This is an optimization exercise on Yosys and OpenROAD, whose aim is small area, not a production implementation.
Only simulation tests tie the RTL to the original design; equivalence was not proved.

## eth_tx_arbiter
module eth_tx_arbiter #(
  parameter int DATA_W  = 512,
  parameter int EMPTY_W = 6
) (
  input  logic               clk,
  input  logic               rst,
  input  logic [DATA_W-1:0]  in0_data,
  input  logic               in0_valid,
  input  logic               in0_sop,
  input  logic               in0_eop,
  input  logic [EMPTY_W-1:0] in0_empty,
  output logic               in0_ready,
  input  logic [DATA_W-1:0]  in1_data,
  input  logic               in1_valid,
  input  logic               in1_sop,
  input  logic               in1_eop,
  input  logic [EMPTY_W-1:0] in1_empty,
  output logic               in1_ready,
  output logic [DATA_W-1:0]  out_data,
  output logic               out_valid,
  output logic               out_sop,
  output logic               out_eop,
  output logic [EMPTY_W-1:0] out_empty,
  input  logic               out_ready,
  output logic [31:0]        pkt_cnt0,
  output logic [31:0]        pkt_cnt1,
  output logic               proto_err
);
  localparam int BW = DATA_W + EMPTY_W + 2;
  logic gnt0, gnt1;
  logic last_grant;
  logic first_beat;
  logic out_free, xfer0, xfer1, xfer, eop0, eop1;
  logic ld0, ld1, hold;
  assign out_free  = !out_valid || out_ready;
  assign in0_ready = gnt0 && out_free;
  assign in1_ready = gnt1 && out_free;
  assign xfer0     = in0_valid && in0_ready;
  assign xfer1     = in1_valid && in1_ready;
  assign xfer      = xfer0 || xfer1;
  assign eop0      = xfer0 && in0_eop;
  assign eop1      = xfer1 && in1_eop;
  assign ld1  = out_free && gnt1;
  assign ld0  = out_free && !gnt1;
  assign hold = !out_free;
  logic [BW-1:0] beat_n;    
  logic [BW-1:0] beat;
  assign beat = ~beat_n;
  ...
clock: 5.0 ns
lec_check: 0
cap_margin: 20
core_area: 5 5 355 355
die_area: 0 0 360 360
slew_margin: 20
synth_hierarchical: 1
standard.sh (not shown) runs the stock make flow with config.mk's settings and CLKGATE_MAP_FILE= SYNTH_SCRIPT=/design/flow/synth_recipe.tcl, a recipe that flattens the netlist after the stock synthesis.
==> flow/flow/run.sh <==
#!/bin/bash
# The standard layout (the standard.sh, with its synthesis unchanged), with these changes:
#  - the port buffers are sky130_fd_sc_hd__buf_1 rather than the resizer's default choice;
#  - the pins sit one routing track apart, so that they fit on a smaller die; the clock pin
#    sits alone in the middle of the left edge (flow/clkpin.tcl), with no other pin within 5 um;
#  - the clock tree: clkbuf_16 at the root and trunk, clusters of up to 18 registers per
#    clkbuf_8 leaf, no dummy loads.
set -euo pipefail
export BUFFER_PORTS_ARGS="-buffer_cell sky130_fd_sc_hd__buf_1"
export PRE_IO_PLACEMENT_TCL="$PWD/flow/clkpin.tcl"
export PLACE_PINS_ARGS="-min_distance 1 -min_distance_in_tracks -exclude left:175-185"
export CTS_ARGS="-sink_clustering_enable -repair_clock_nets -dont_use_dummy_load -sink_clustering_size 18 -sink_clustering_max_diameter 65 -root_buf sky130_fd_sc_hd__clkbuf_16 -tree_buf sky130_fd_sc_hd__clkbuf_16 -buf_list {sky130_fd_sc_hd__clkbuf_8}"
bash standard.sh finish > standard.log 2>&1
==> flow/flow/clkpin.tcl <==
# Put the clock pin alone in the middle of the left edge; PLACE_PINS_ARGS keeps the other pins
# out of the few microns around it.
set die [ord::get_die_area]
set ymid [expr {([lindex $die 1] + [lindex $die 3]) / 2.0}]
place_pin -pin_name clk -layer met3 -location [list 0 $ymid] -force_to_die_boundary
Change:
==> flow/flow/run.sh (replaced) <==
#!/bin/bash
# The standard layout (the standard.sh, with its synthesis unchanged), with these changes:
#  - the port buffers are sky130_fd_sc_hd__buf_1 rather than the resizer's default choice;
#  - the pins sit one routing track apart, so that they fit on a smaller die; the clock pin
#    sits alone in the middle of the left edge (flow/clkpin.tcl), with no other pin within 5 um;
#  - the clock tree uses larger sink clusters of clkbuf_16 and no dummy loads.
set -euo pipefail
export BUFFER_PORTS_ARGS="-buffer_cell sky130_fd_sc_hd__buf_1"
export PRE_IO_PLACEMENT_TCL="$PWD/flow/clkpin.tcl"
export PLACE_PINS_ARGS="-min_distance 1 -min_distance_in_tracks -exclude left:205-215"
export CTS_ARGS="-sink_clustering_enable -repair_clock_nets -dont_use_dummy_load -sink_clustering_size 36 -sink_clustering_max_diameter 70 -buf_list {sky130_fd_sc_hd__clkbuf_16}"
bash standard.sh finish > standard.log 2>&1
- CORE_AREA: 5 5 355 355 -> 5 5 415 415
- DIE_AREA: 0 0 360 360 -> 0 0 420 420
The new run ended with an error in 5_1_grt with GRT-0116.
Area after synthesis is unchanged.
Synthesized cell count does not change.
Change:
--- a/flow/flow/run.sh
+++ b/flow/flow/run.sh
@@ -8,5 +8,5 @@
 export BUFFER_PORTS_ARGS="-buffer_cell sky130_fd_sc_hd__buf_1"
 export PRE_IO_PLACEMENT_TCL="$PWD/flow/clkpin.tcl"
-export PLACE_PINS_ARGS="-min_distance 1 -min_distance_in_tracks -exclude left:205-215"
+export PLACE_PINS_ARGS="-min_distance 1 -min_distance_in_tracks -exclude left:175-185"
 export CTS_ARGS="-sink_clustering_enable -repair_clock_nets -dont_use_dummy_load -sink_clustering_size 36 -sink_clustering_max_diameter 70 -buf_list {sky130_fd_sc_hd__clkbuf_16}"
 bash standard.sh finish > standard.log 2>&1
- CORE_AREA: 5 5 415 415 -> 5 5 355 355
- DIE_AREA: 0 0 420 420 -> 0 0 360 360
After rerunning: The changed run finished clean; area after synthesis is unchanged; synthesized cell count does not change.

port drivers added, routing unchanged:
The results above use ideal ports. As a check the final layouts listed here were re-extracted and re-timed, cells and wires unchanged.
Step 1 assumes that a clkbuf_16 drives the clock port and a buf_2 every other input.
Step 2 adds t to the input delays and takes it off the output delays; t is the mean of the earliest and latest rising clock arrival at the registers after step 1. Input paths then give back, and output paths get back, about the clock's delay inside the block.
a / b / c = no drivers / after step 1 / after step 2; a / b = the first two.
| run | t (ns) | slack for setup (ns) | worst hold slack (ns) | slew at the worst register clock pin (ns) | worst data-port slew with drivers (ns) |
|---|---|---|---|---|---|
| the first run | 0.635 | 0.693 / 0.706 / 0.072 | 0.278 / 0.256 / 0.462 | 0.12 / 0.12 | 0.27 |
| the third run | 0.649 | 0.713 / 0.728 / 0.079 | 0.278 / 0.257 / 0.461 | 0.11 / 0.11 | 0.28 |
After both steps every run listed still meets setup and hold. For the third run, which loses most, drivers alone change the setup slack by +0.015 ns; drivers and shift together by -0.634 ns.
